This is an optimization exercise on Yosys and OpenROAD, whose aim is small area and a short achievable clock period, not a production implementation.
In this exercise RTL edits were held to simulation tests only and were not proved equivalent to the original.
Power and IR drop assume default switching activity.

==> flow/design.v (excerpt) <==
module etapa_decodificacion #(
   parameter int DATA_W = 32,
   parameter int NREG   = 32,
   parameter int REG_AW = 5
) (
   input  logic              clk,
   input  logic              rst,
   input  logic [31:0]       instruccion,
   input  logic              in_valid,
   output logic              in_ready,
   input  logic              sel,
   input  logic              sel2,
   input  logic              flush,
   input  logic              we,
   input  logic [REG_AW-1:0] wr_addr,
   input  logic [DATA_W-1:0] wr_data,
   output logic [DATA_W-1:0] salida1,
   output logic [DATA_W-1:0] salida2,
   output logic [3:0]        salida3,
   output logic [REG_AW-1:0] dest,
   output logic              out_valid,
   input  logic              out_ready
);
   logic [REG_AW-1:0] rs, rt, rd;
   logic [15:0]       imm;
   logic [5:0]        funct;
   logic [DATA_W-1:0] imm_ext, nxt1, nxt2;
   logic [REG_AW-1:0] dst_sel;
   logic [3:0]        alu_f;
   logic              xfer_in;
   logic              load;
   logic              out_ready_n;
   assign rs    = REG_AW'(instruccion[25:21]);
   assign rt    = REG_AW'(instruccion[20:16]);
   assign rd    = REG_AW'(instruccion[15:11]);
   assign imm   = instruccion[15:0];
   assign funct = instruccion[5:0];
   assign imm_ext = {{(DATA_W-16){imm[15]}}, imm};
   assign dst_sel = sel ? rd : rt;
   always_comb begin
      alu_f = ALU_INV;
      case (funct)
         FUNCT_ADD: alu_f = ALU_ADD;
         FUNCT_SUB: alu_f = ALU_SUB;
         FUNCT_AND: alu_f = ALU_AND;
         FUNCT_OR:  alu_f = ALU_OR;
         FUNCT_NOR: alu_f = ALU_NOR;
         FUNCT_SLT: alu_f = ALU_SLT;
         default:   alu_f = ALU_INV;
      endcase
   end
   rf_inv   u_ordy_n (.a(out_ready), .y(out_ready_n));
   rf_nand2 u_in_rdy (.a(out_valid), .b(out_ready_n), .y(in_ready));
   assign load    = !out_valid || out_ready;
   assign xfer_in = in_valid && load;
   always_ff @(posedge clk) begin
      if (rst) begin
         out_valid <= 1'b0;
      end else if (flush) begin
         out_valid <= 1'b0;
      end else if (xfer_in) begin
         out_valid <= 1'b1;
      end else if (out_ready) begin
         out_valid <= 1'b0;
      end
   end
   banco_registros_p #(
      .DATA_W(DATA_W),
      .NREG  (NREG),
      .REG_AW(REG_AW)
   ) u_banco (
      .clk     (clk),
      .rst     (rst),
  ...
Size in the first run: ~1100 flip-flops, about 150 I/O pins, roughly 43000 um2 of cells after synthesis.
clock: 5.0 ns
lec_check: 0
abc_clock_period_in_ps: 1000
cap_margin: 20
core_margin: 2
core_utilization: 55
cts_buf_list: sky130_fd_sc_hd__clkbuf_8 sky130_fd_sc_hd__clkbuf_4
setup_slack_margin: 2.8
slew_margin: 20
synth_hierarchical: 1
standard.sh (not shown) runs the stock make flow with config.mk's settings and CLKGATE_MAP_FILE= SYNTH_SCRIPT=/design/flow/synth_recipe.tcl, a recipe that flattens the netlist after the stock synthesis.
==> flow/flow/run.sh <==
#!/bin/bash
# The standard layout (the standard.sh, standard synthesis unchanged), with
# these placement, resizing and clock-tree settings changed:
#  - input and output ports are buffered with buf_2 instead of the buffer
#    buffer_ports picks by itself (a delay cell on this platform);
#  - the resizer may change a cell to one of another footprint;
#  - clock-tree synthesis clusters up to 14 sinks per leaf buffer and inserts
#    no dummy loads (clock buffers from the same list as config.mk's).
# make's full output goes to flow_make.log in this folder; ORFS keeps each
# tool's own log under orfs/logs/.
set -euo pipefail
bash standard.sh \
  MATCH_CELL_FOOTPRINT=0 \
  "BUFFER_PORTS_ARGS=-buffer_cell sky130_fd_sc_hd__buf_2" \
  "CTS_ARGS=-sink_clustering_enable -repair_clock_nets -dont_use_dummy_load -sink_clustering_size 14 -sink_clustering_max_diameter 50 -buf_list {sky130_fd_sc_hd__clkbuf_8 sky130_fd_sc_hd__clkbuf_4}" \
  finish > flow_make.log 2>&1
Then changed:
Settings changed: SETUP_SLACK_MARGIN 2.8 to 2.5.
Result: The new run completed without violations. Utilization shrinks by 4.3 points. Die area is unchanged. Clock-buffer cell count came out lower by 7. Worst setup slack gets worse by 0.20 ns. Total power goes down by 3.4%. Global-route usage goes down by 1.8 points. Maximum frequency goes down by 7.2%. Routed wire length decreases by 7.4%. Sequential power went down by about 1%. Register-to-register slack is worse by 0.10 ns. Worst hold slack is worse by 0.017 ns.

## separate check: timing with driven ports
How much do the figures lean on ideal ports? The routed layouts below were timed once more, with nothing changed but the port constraints. Step 1 (the two cells are an assumption about what drives the block):
set clk [get_ports {clk}]
set_driving_cell -lib_cell sky130_fd_sc_hd__clkbuf_16 $clk
set_driving_cell -lib_cell sky130_fd_sc_hd__buf_2 [delete_from_list [all_inputs] $clk]
Step 2 times the ports against the registers' clock, not the clock port: input delays grow and output delays shrink by t, the midpoint of the rising clock arrivals with the driver on. Three values: no drivers, after step 1, after step 2; two values: the first two.
run	shift t [ns]	slack for setup (ns)	worst setup path after step 2
the first run	0.821	2.473 / 2.301 / 1.481	input to register
the second run	0.798	2.277 / 2.285 / 1.486	input to register
After both steps every run listed still meets setup and hold. For the first run, which loses most, drivers alone change the setup slack by -0.172 ns; drivers and shift together by -0.992 ns.
